From an optimization exercise on the open Yosys and OpenROAD flow, aimed at small area; shortcuts taken in it are not production practice. RTL that was checked went through simulation tests only; none was proved equivalent to the original. Power and IR drop assume default switching activity. The flow treats the clock pin as an ideal source, which a real chip does not have.

==> 09-13: inputs <==
==> flow/design.v <==
package sha1_stream_pkg;
  localparam int IN_BYTES  = 4;
  localparam int OUT_BYTES = 64;
  localparam int WORDS     = OUT_BYTES / IN_BYTES;
  localparam int IDX_W     = $clog2(WORDS);
  localparam int IN_W      = 8 * IN_BYTES;
  localparam int OUT_W     = 8 * OUT_BYTES;
endpackage
module sha1_beat_slot
(
  input  logic          clk,
  input  logic          reset,
  input  logic          i_load,
  input  logic [511:0]  i_data,
  input  logic [3:0]    i_lane,     
  input  logic [3:0]    i_lkeep,    
  input  logic          i_last,
  input  logic          i_ready,
  output logic          o_valid,
  output logic [511:0]  o_data,
  output logic [63:0]   o_keep,
  output logic          o_last
);
  logic         r_valid;
  logic [511:0] r_data;
  logic [3:0]   r_lane;
  logic [3:0]   r_lkeep;
  logic         r_last;
  always_ff @(posedge clk or posedge reset) begin
    if (reset)            r_valid <= 1'b0;
    else if (i_load)      r_valid <= 1'b1;
    else if (i_ready)     r_valid <= 1'b0;
  end
  always_ff @(posedge clk) begin
    if (i_load) begin
      r_data  <= i_data;
      r_lane  <= i_lane;
      r_lkeep <= i_lkeep;
      r_last  <= i_last;
    end
  end
  always_comb begin
    for (int j = 0; j < 16; j++) begin
      for (int b = 0; b < 4; b++) begin
        o_keep[4*j+b] = (j < r_lane) || ((j == r_lane) && r_lkeep[b]);
      end
    end
  end
  assign o_valid = r_valid;
  assign o_data  = r_data;
  assign o_last  = r_last;
endmodule
module sha1_stream_packer
(
  input  logic                 clk,
  input  logic                 reset,
  output logic                 o_tready_in,
  input  logic                 i_tvalid_in,
  input  logic [sha1_stream_pkg::IN_W-1:0]      i_tdata_in,
  input  logic [sha1_stream_pkg::IN_BYTES-1:0]  i_tkeep_in,
  input  logic                 i_tlast_in,
  input  logic                 i_tready_out,
  output logic                 o_tvalid_out,
  output logic [sha1_stream_pkg::OUT_W-1:0]     o_tdata_out,
  output logic [sha1_stream_pkg::OUT_BYTES-1:0] o_tkeep_out,
  output logic                 o_tlast_out
);
  logic [3:0]   r_idx;
  logic         r_done;
  logic         r_clean;       
  logic [511:0] r_data;
  logic [3:0]   r_lkeep;       
  logic         r_last;        
  logic         w_slot_valid, w_slot_free, w_xfer, w_accept, w_tready_in;
  logic [3:0]   w_base_idx;
  logic [3:0]   w_wkeep;
  logic [31:0]  w_wdata;
  logic [15:0]  w_we;
  assign w_slot_free = !w_slot_valid || i_tready_out;
  assign w_xfer      = r_done && w_slot_free;
  assign w_tready_in = !reset && (!r_done || w_slot_free);
  assign w_accept    = i_tvalid_in && w_tready_in;
  assign w_base_idx  = w_xfer ? 4'd0 : r_idx;
  assign w_wkeep     = i_tlast_in ? i_tkeep_in : 4'hF;
  always_comb begin
    for (int b = 0; b < 4; b++) w_wdata[8*b +: 8] = i_tdata_in[8*b +: 8] & {8{w_wkeep[b]}};
  end
  logic        w_clr;
  logic [31:0] w_wdata_hi;
  assign w_clr      = w_xfer || !r_clean;
  assign w_wdata_hi = w_wdata & {32{!w_clr}};
  always_comb begin
    for (int k = 0; k < 16; k++) w_we[k] = w_accept && (w_base_idx == k);
  end
  always_ff @(posedge clk) begin
    if (w_we[0]) r_data[31:0] <= w_wdata;
    for (int k = 1; k < 16; k++)
      if (w_we[k] || w_clr) r_data[32*k +: 32] <= w_wdata_hi;
    if (w_accept) begin
      r_lkeep <= w_wkeep;
      r_last  <= i_tlast_in;
    end
  end
  always_ff @(posedge clk or posedge reset) begin
    if (reset) begin
      r_idx   <= 4'd0;
      r_done  <= 1'b0;
      r_clean <= 1'b0;
    end else begin
      r_clean <= 1'b1;
      if (w_accept) begin
        r_idx  <= w_base_idx + 4'd1;
        r_done <= i_tlast_in || (w_base_idx == 4'd15);
      end else begin
        r_idx  <= w_base_idx;
        r_done <= r_done && !w_xfer;
      end
    end
  end
  sha1_beat_slot u_slot (
    .clk     (clk),
    .reset   (reset),
    .i_load  (w_xfer),
    .i_data  (r_data),
    .i_lane  (r_idx - 4'd1),
    .i_lkeep (r_lkeep),
    .i_last  (r_last),
    .i_ready (i_tready_out),
    .o_valid (w_slot_valid),
    .o_data  (o_tdata_out),
    .o_keep  (o_tkeep_out),
    .o_last  (o_tlast_out)
  );
  assign o_tready_in  = w_tready_in;
  assign o_tvalid_out = w_slot_valid;
endmodule
==> flow/flow/run.sh <==
#!/bin/bash
# Standard layout, with the port buffers made from the smallest buffer and a leaner clock tree.
set -euo pipefail
cat >> config.mk <<'EOC'
export BUFFER_PORTS_ARGS = -buffer_cell sky130_fd_sc_hd__buf_1
export CTS_ARGS = -sink_clustering_enable -repair_clock_nets -dont_use_dummy_load -buf_list {sky130_fd_sc_hd__clkbuf_4 sky130_fd_sc_hd__clkbuf_8 sky130_fd_sc_hd__clkbuf_16} -root_buf sky130_fd_sc_hd__clkbuf_16
EOC
bash standard.sh > flow_make.log 2>&1
==> flow/standard.sh <==
#!/bin/bash
# synth_recipe.tcl (not shown) runs the flow's synth.tcl, then flattens the netlist and writes it again
# the make line also repeats each setting of config.mk as NAME=value (left out here)
make -C /OpenROAD-flow-scripts/flow DESIGN_CONFIG=/design/flow/config.mk WORK_HOME=/design/flow/orfs CLKGATE_MAP_FILE= SYNTH_SCRIPT=/design/flow/synth_recipe.tcl "${@:-finish}"
==> flow/config.mk <==
export PLATFORM = sky130hd
export DESIGN_NAME = sha1_stream_packer
export DESIGN_NICKNAME = sha1_stream_packer
export VERILOG_FILES = /design/flow/design.v
export SDC_FILE = /design/flow/constraint.sdc
export NUM_CORES = 4
export LEC_CHECK = 0
export CAP_MARGIN = 20
export CORE_MARGIN = 2
export CORE_UTILIZATION = 60
export SLEW_MARGIN = 20
export BUFFER_PORTS_ARGS = -buffer_cell sky130_fd_sc_hd__buf_1
export CTS_ARGS = -sink_clustering_enable -repair_clock_nets -dont_use_dummy_load -buf_list {sky130_fd_sc_hd__clkbuf_4 sky130_fd_sc_hd__clkbuf_8 sky130_fd_sc_hd__clkbuf_16} -root_buf sky130_fd_sc_hd__clkbuf_16
==> flow/constraint.sdc <==
create_clock -name core_clock -period 5.0 [get_ports {clk}]
set_input_delay 1.0000 -clock core_clock [delete_from_list [all_inputs] [get_ports {clk}]]
set_output_delay 1.0000 -clock core_clock [all_outputs]
set_load 0.01 [all_outputs]
==> inputs of 07-07, as changes to 09-13 <==
==> flow/design.v, changed modules only <==
module sha1_beat_slot
(
  input  logic          clk,
  input  logic          reset,
  input  logic          i_load,
  input  logic [511:0]  i_data,
  input  logic [3:0]    i_lane,     
  input  logic [3:0]    i_lkeep,    
  input  logic          i_last,
  input  logic          i_ready,
  output logic          o_valid,
  output logic [511:0]  o_data,
  output logic [63:0]   o_keep,
  output logic          o_last
);
  logic         r_valid;
  logic [511:0] r_data;
  logic [3:0]   r_lane;
  logic [3:0]   r_lkeep;
  logic         r_last;
  always_ff @(posedge clk or posedge reset) begin
    if (reset)            r_valid <= 1'b0;
    else if (i_load)      r_valid <= 1'b1;
    else if (i_ready)     r_valid <= 1'b0;
  end
  logic w_hold;
  assign w_hold = !(i_load || (r_valid && i_ready));
  always_ff @(posedge clk) begin
    r_data <= (r_data & {512{w_hold}}) | (i_data & {512{i_load}});
    if (i_load) begin
      r_lane  <= i_lane;
      r_lkeep <= i_lkeep;
      r_last  <= i_last;
    end
  end
  always_comb begin
    for (int j = 0; j < 16; j++) begin
      for (int b = 0; b < 4; b++) begin
        o_keep[4*j+b] = (j < r_lane) || ((j == r_lane) && r_lkeep[b]);
      end
    end
  end
  assign o_valid = r_valid;
  assign o_data  = r_data;
  assign o_last  = r_last;
endmodule
module sha1_stream_packer
(
  input  logic                 clk,
  input  logic                 reset,
  output logic                 o_tready_in,
  input  logic                 i_tvalid_in,
  input  logic [sha1_stream_pkg::IN_W-1:0]      i_tdata_in,
  input  logic [sha1_stream_pkg::IN_BYTES-1:0]  i_tkeep_in,
  input  logic                 i_tlast_in,
  input  logic                 i_tready_out,
  output logic                 o_tvalid_out,
  output logic [sha1_stream_pkg::OUT_W-1:0]     o_tdata_out,
  output logic [sha1_stream_pkg::OUT_BYTES-1:0] o_tkeep_out,
  output logic                 o_tlast_out
);
  logic [3:0]   r_idx;
  logic         r_done;
  logic         r_clean;       
  logic [511:0] r_data;
  logic [3:0]   r_lkeep;       
  logic         r_last;        
  logic         w_slot_valid, w_slot_free, w_xfer, w_accept, w_tready_in;
  logic [3:0]   w_base_idx;
  logic [3:0]   w_wkeep;
  assign w_slot_free = !w_slot_valid || i_tready_out;
  assign w_xfer      = r_done && w_slot_free;
  assign w_tready_in = !reset && (!r_done || w_slot_free);
  assign w_accept    = i_tvalid_in && w_tready_in;
  assign w_base_idx  = w_xfer ? 4'd0 : r_idx;
  assign w_wkeep     = i_tlast_in ? i_tkeep_in : 4'hF;
  logic w_clr;
  assign w_clr = w_xfer || !r_clean;
  logic [15:0] w_we;
  logic [63:0] w_take;
  always_comb begin
    for (int k = 0; k < 16; k++) begin
      w_we[k] = w_accept && (w_base_idx == k);
      for (int b = 0; b < 4; b++) w_take[4*k+b] = w_we[k] && w_wkeep[b];
    end
  end
  always_ff @(posedge clk) begin
    for (int k = 0; k < 16; k++)
      for (int b = 0; b < 4; b++)
        r_data[32*k+8*b +: 8] <= (r_data[32*k+8*b +: 8] & {8{(k == 0) ? !(w_we[0] || w_clr) : !w_clr}})
                               | (i_tdata_in[8*b +: 8] & {8{w_take[4*k+b]}});
    if (w_accept) begin
      r_lkeep <= w_wkeep;
      r_last  <= i_tlast_in;
    end
  end
  always_ff @(posedge clk or posedge reset) begin
    if (reset) begin
      r_idx   <= 4'd0;
      r_done  <= 1'b0;
      r_clean <= 1'b0;
    end else begin
      r_clean <= 1'b1;
      if (w_accept) begin
        r_idx  <= w_base_idx + 4'd1;
        r_done <= i_tlast_in || (w_base_idx == 4'd15);
      end else begin
        r_idx  <= w_base_idx;
        r_done <= r_done && !w_xfer;
      end
    end
  end
  sha1_beat_slot u_slot (
    .clk     (clk),
    .reset   (reset),
    .i_load  (w_xfer),
    .i_data  (r_data),
    .i_lane  (r_idx - 4'd1),
    .i_lkeep (r_lkeep),
    .i_last  (r_last),
    .i_ready (i_tready_out),
    .o_valid (w_slot_valid),
    .o_data  (o_tdata_out),
    .o_keep  (o_tkeep_out),
    .o_last  (o_tlast_out)
  );
  assign o_tready_in  = w_tready_in;
  assign o_tvalid_out = w_slot_valid;
endmodule
==> flow/flow/run.sh (replaced) <==
#!/bin/bash
# Standard layout, with the port buffers made from the smallest buffer and a leaner clock tree.
set -euo pipefail
cat >> config.mk <<'EOC'
export BUFFER_PORTS_ARGS = -buffer_cell sky130_fd_sc_hd__buf_1
export CTS_ARGS = -sink_clustering_enable -repair_clock_nets -dont_use_dummy_load -buf_list {sky130_fd_sc_hd__clkbuf_16} -root_buf sky130_fd_sc_hd__clkbuf_16 -sink_clustering_size 28 -sink_clustering_max_diameter 80
EOC
bash standard.sh > flow_make.log 2>&1
CTS_ARGS = -sink_clustering_enable -repair_clock_nets -dont_use_dummy_load -buf_list {sky130_fd_sc_hd__clkbuf_16} -root_buf sky130_fd_sc_hd__clkbuf_16 -sink_clustering_size 28 -sink_clustering_max_diameter 80   (was -sink_clustering_enable -repair_clock_nets -dont_use_dummy_load -buf_list {sky130_fd_sc_hd__clkbuf_4 sky130_fd_sc_hd__clkbuf_8 sky130_fd_sc_hd__clkbuf_16} -root_buf sky130_fd_sc_hd__clkbuf_16)
==> inputs of 05-23, as changes to 09-13 <==
==> flow/design.v (replaced) <==
package sha1_stream_pkg;
  localparam int IN_BYTES  = 4;
  localparam int OUT_BYTES = 64;
  localparam int WORDS     = OUT_BYTES / IN_BYTES;
  localparam int IDX_W     = $clog2(WORDS);
  localparam int IN_W      = 8 * IN_BYTES;
  localparam int OUT_W     = 8 * OUT_BYTES;
  typedef struct packed {
    logic [OUT_W-1:0]     data;
    logic [OUT_BYTES-1:0] keep;
    logic                 last;
  } beat_t;
endpackage
module sha1_beat_slot
(
  input  logic  clk,
  input  logic  reset,
  input  logic  i_load,
  input  sha1_stream_pkg::beat_t i_beat,
  input  logic  i_ready,
  output logic  o_valid,
  output sha1_stream_pkg::beat_t o_beat
);
  logic  r_valid;
  sha1_stream_pkg::beat_t r_beat;
  always_ff @(posedge clk or posedge reset) begin
    if (reset) begin
      r_valid <= 1'b0;
      r_beat  <= '0;
    end else if (i_load) begin
      r_valid <= 1'b1;
      r_beat  <= i_beat;
    end else if (r_valid && i_ready) begin
      r_valid <= 1'b0;
    end
  end
  assign o_valid = r_valid;
  assign o_beat  = r_beat;
endmodule
module sha1_stream_packer
(
  input  logic                 clk,
  input  logic                 reset,
  output logic                 o_tready_in,
  input  logic                 i_tvalid_in,
  input  logic [sha1_stream_pkg::IN_W-1:0]      i_tdata_in,
  input  logic [sha1_stream_pkg::IN_BYTES-1:0]  i_tkeep_in,
  input  logic                 i_tlast_in,
  input  logic                 i_tready_out,
  output logic                 o_tvalid_out,
  output logic [sha1_stream_pkg::OUT_W-1:0]     o_tdata_out,
  output logic [sha1_stream_pkg::OUT_BYTES-1:0] o_tkeep_out,
  output logic                 o_tlast_out
);
  logic [sha1_stream_pkg::OUT_W-1:0]     r_data,  w_data_nxt;
  logic [sha1_stream_pkg::OUT_BYTES-1:0] r_keep,  w_keep_nxt;
  logic [sha1_stream_pkg::IDX_W-1:0]     r_idx,   w_idx_nxt, w_base_idx;
  logic                 r_acc_done, w_done_nxt;
  logic                 r_acc_last, w_last_nxt;
  logic                 w_slot_valid, w_slot_free, w_xfer, w_accept, w_tready_in;
  logic [sha1_stream_pkg::IN_BYTES-1:0]  w_wkeep;
  logic [sha1_stream_pkg::IN_W-1:0]      w_wdata;
  sha1_stream_pkg::beat_t                w_acc_beat, w_slot_beat;
  assign w_slot_free = !w_slot_valid || i_tready_out;
  assign w_xfer      = r_acc_done && w_slot_free;
  assign w_tready_in = !reset && (!r_acc_done || w_slot_free);
  assign w_accept    = i_tvalid_in && w_tready_in;
  assign w_base_idx  = w_xfer ? '0 : r_idx;
  assign w_wkeep     = i_tlast_in ? i_tkeep_in : '1;
  always_comb begin
    w_wdata = '0;
    for (int b = 0; b < sha1_stream_pkg::IN_BYTES; b++) begin
      if (w_wkeep[b]) w_wdata[8*b +: 8] = i_tdata_in[8*b +: 8];
    end
  end
  always_comb begin
    w_data_nxt = w_xfer ? '0 : r_data;
    w_keep_nxt = w_xfer ? '0 : r_keep;
    w_idx_nxt  = w_base_idx;
    w_done_nxt = w_xfer ? 1'b0 : r_acc_done;
    w_last_nxt = w_xfer ? 1'b0 : r_acc_last;
    if (w_accept) begin
      w_data_nxt[sha1_stream_pkg::IN_W*w_base_idx +: sha1_stream_pkg::IN_W]         = w_wdata;
      w_keep_nxt[sha1_stream_pkg::IN_BYTES*w_base_idx +: sha1_stream_pkg::IN_BYTES] = w_wkeep;
      w_idx_nxt = w_base_idx + 1'b1;
      if (i_tlast_in) begin
        w_done_nxt = 1'b1;
        w_last_nxt = 1'b1;
      end else if (w_base_idx == (sha1_stream_pkg::WORDS-1)) begin
        w_done_nxt = 1'b1;
      end
    end
  end
  always_ff @(posedge clk or posedge reset) begin
    if (reset) begin
      r_data     <= '0;
      r_keep     <= '0;
      r_idx      <= '0;
      r_acc_done <= 1'b0;
      r_acc_last <= 1'b0;
    end else begin
      r_data     <= w_data_nxt;
      r_keep     <= w_keep_nxt;
      r_idx      <= w_idx_nxt;
      r_acc_done <= w_done_nxt;
      r_acc_last <= w_last_nxt;
    end
  end
  assign w_acc_beat = {r_data, r_keep, r_acc_last};
  sha1_beat_slot u_slot (
    .clk     (clk),
    .reset   (reset),
    .i_load  (w_xfer),
    .i_beat  (w_acc_beat),
    .i_ready (i_tready_out),
    .o_valid (w_slot_valid),
    .o_beat  (w_slot_beat)
  );
  assign o_tready_in  = w_tready_in;
  assign o_tvalid_out = w_slot_valid;
  assign o_tdata_out  = w_slot_beat.data;
  assign o_tkeep_out  = w_slot_beat.keep;
  assign o_tlast_out  = w_slot_beat.last;
endmodule
==> flow/run.sh (new file) <==
#!/bin/bash
# synth_recipe.tcl (not shown) runs the flow's synth.tcl, then flattens the netlist and writes it again
# the make line also repeats each setting of config.mk as NAME=value (left out here)
make -C /OpenROAD-flow-scripts/flow DESIGN_CONFIG=/design/flow/config.mk WORK_HOME=/design/flow/orfs CLKGATE_MAP_FILE= SYNTH_SCRIPT=/design/flow/synth_recipe.tcl finish
BUFFER_PORTS_ARGS = not set   (was -buffer_cell sky130_fd_sc_hd__buf_1)
CORE_UTILIZATION = 40   (was 60)
CTS_ARGS = not set   (was -sink_clustering_enable -repair_clock_nets -dont_use_dummy_load -buf_list {sky130_fd_sc_hd__clkbuf_4 sky130_fd_sc_hd__clkbuf_8 sky130_fd_sc_hd__clkbuf_16} -root_buf sky130_fd_sc_hd__clkbuf_16)
removed: flow/flow/run.sh
removed: flow/standard.sh
==> inputs of 07-17, as changes to 09-13 <==
--- a/flow/design.v
+++ b/flow/design.v
@@ -33,5 +33,7 @@
   end
+  logic w_hold;
+  assign w_hold = !(i_load || (r_valid && i_ready));
   always_ff @(posedge clk) begin
+    r_data <= (r_data & {512{w_hold}}) | (i_data & {512{i_load}});
     if (i_load) begin
-      r_data  <= i_data;
       r_lane  <= i_lane;
==> flow/flow/run.sh (replaced) <==
#!/bin/bash
# Standard layout, with the port buffers made from the smallest buffer and a leaner clock tree.
set -euo pipefail
cat >> config.mk <<'EOC'
export BUFFER_PORTS_ARGS = -buffer_cell sky130_fd_sc_hd__buf_1
export CTS_ARGS = -sink_clustering_enable -repair_clock_nets -dont_use_dummy_load -buf_list {sky130_fd_sc_hd__clkbuf_16} -root_buf sky130_fd_sc_hd__clkbuf_16 -sink_clustering_size 32 -sink_clustering_max_diameter 90
EOC
bash standard.sh > flow_make.log 2>&1
CTS_ARGS = -sink_clustering_enable -repair_clock_nets -dont_use_dummy_load -buf_list {sky130_fd_sc_hd__clkbuf_16} -root_buf sky130_fd_sc_hd__clkbuf_16 -sink_clustering_size 32 -sink_clustering_max_diameter 90   (was -sink_clustering_enable -repair_clock_nets -dont_use_dummy_load -buf_list {sky130_fd_sc_hd__clkbuf_4 sky130_fd_sc_hd__clkbuf_8 sky130_fd_sc_hd__clkbuf_16} -root_buf sky130_fd_sc_hd__clkbuf_16)
==> comparison table <==
                                                                                        09-13                     07-07                      07-17                     05-23
Result of the run                                                     complete, no violations   complete, no violations    complete, no violations   complete, no violations
Final Instance Area                                                               38800 sq um               36100 sq um                36700 sq um               57300 sq um
Biggest area consumer among synthesized cells                       sky130_fd_sc_hd__edfxtp_1  sky130_fd_sc_hd__dfxtp_1  sky130_fd_sc_hd__edfxtp_1  sky130_fd_sc_hd__dfrtp_1
Share of post-route cells with drive strength above 1                                   6.94%                     3.82%                      4.32%                     6.41%
Number of signal-net buffers in the layout                                                644                       659                        655                       699
Area of the die                                                                   56500 sq um               55800 sq um                56800 sq um              117000 sq um
Most common cell after layout, fill and taps aside                  sky130_fd_sc_hd__edfxtp_1  sky130_fd_sc_hd__dfxtp_1     sky130_fd_sc_hd__buf_1  sky130_fd_sc_hd__nand2_1
DP Cell Count                                                                            2616                      3661                       3131                      6386
GR Util met2                                                                            44.6%                     47.5%                      52.8%                     38.3%
Routed WL per cell                                                                    30.2 um                   25.1 um                    31.1 um                   21.5 um
Total clock buffers created by CTS                                                         96                        43                         39                       116
CP bufs+invs                                                                                1                         1                          1                         3
Met2 wire length                                                                     39500 um                  41700 um                   46300 um                  66800 um
Power density over the cells                                                      463 nW/um^2               390 nW/um^2                472 nW/um^2               399 nW/um^2
Total stage count of the critical path                                                      3                         3                          3                        10
Proportion of netlist area held by the largest area contributor                         95.1%                     63.4%                      47.9%                     63.7%
Initial DRC Count                                                                        1697                      2178                       2503                      2592
Sequential Power Share                                                                  60.1%                     62.6%                      63.7%                     46.1%
Number of optimization iterations in the first detailed-route pass                          6                         5                          5                         7
Critical path type                                                    flip-flop to output pin   flip-flop to output pin    flip-flop to output pin   input port to flip-flop
Clock latency on the worst-skew pair                                                   640 ps                    630 ps                     610 ps                    720 ps
Non-clk buf share                                                                       6.80%                     7.58%                      7.32%                     12.5%
For 07-17, only the layout was checked, not whether the RTL still works.

[separate check: timing with driven ports]
Ports are ideal in the flow. The routed layouts listed here were re-timed in OpenROAD.
Step 1 assumes that a clkbuf_16 drives the clock port and a buf_2 every other input.
Step 2, shift: input delay + t, output delay - t, t = (earliest + latest rising clock arrival at the registers) / 2. This alone moves slack from input paths to output paths.
Three values: ideal ports, drivers, drivers and shift; two values: the first two.
run | t, ns | slack for setup (ns) | hold slack, ns
09-13 | 0.671 | 1.394 / 1.330 / 1.557 | 0.371 / 0.356 / 0.371
07-07 | 0.659 | 1.272 / 1.209 / 1.567 | 0.352 / 0.346 / 0.436
05-23 | 0.774 | 1.427 / 1.370 / 0.649 | 0.457 / 0.457 / 0.457
07-17 | 0.633 | 1.061 / 0.997 / 1.154 | 0.400 / 0.387 / 0.400
After both steps setup and hold are still met in every run listed. The setup slack of 05-23, which loses most, moves by -0.057 ns with the drivers and by -0.778 ns with both steps.
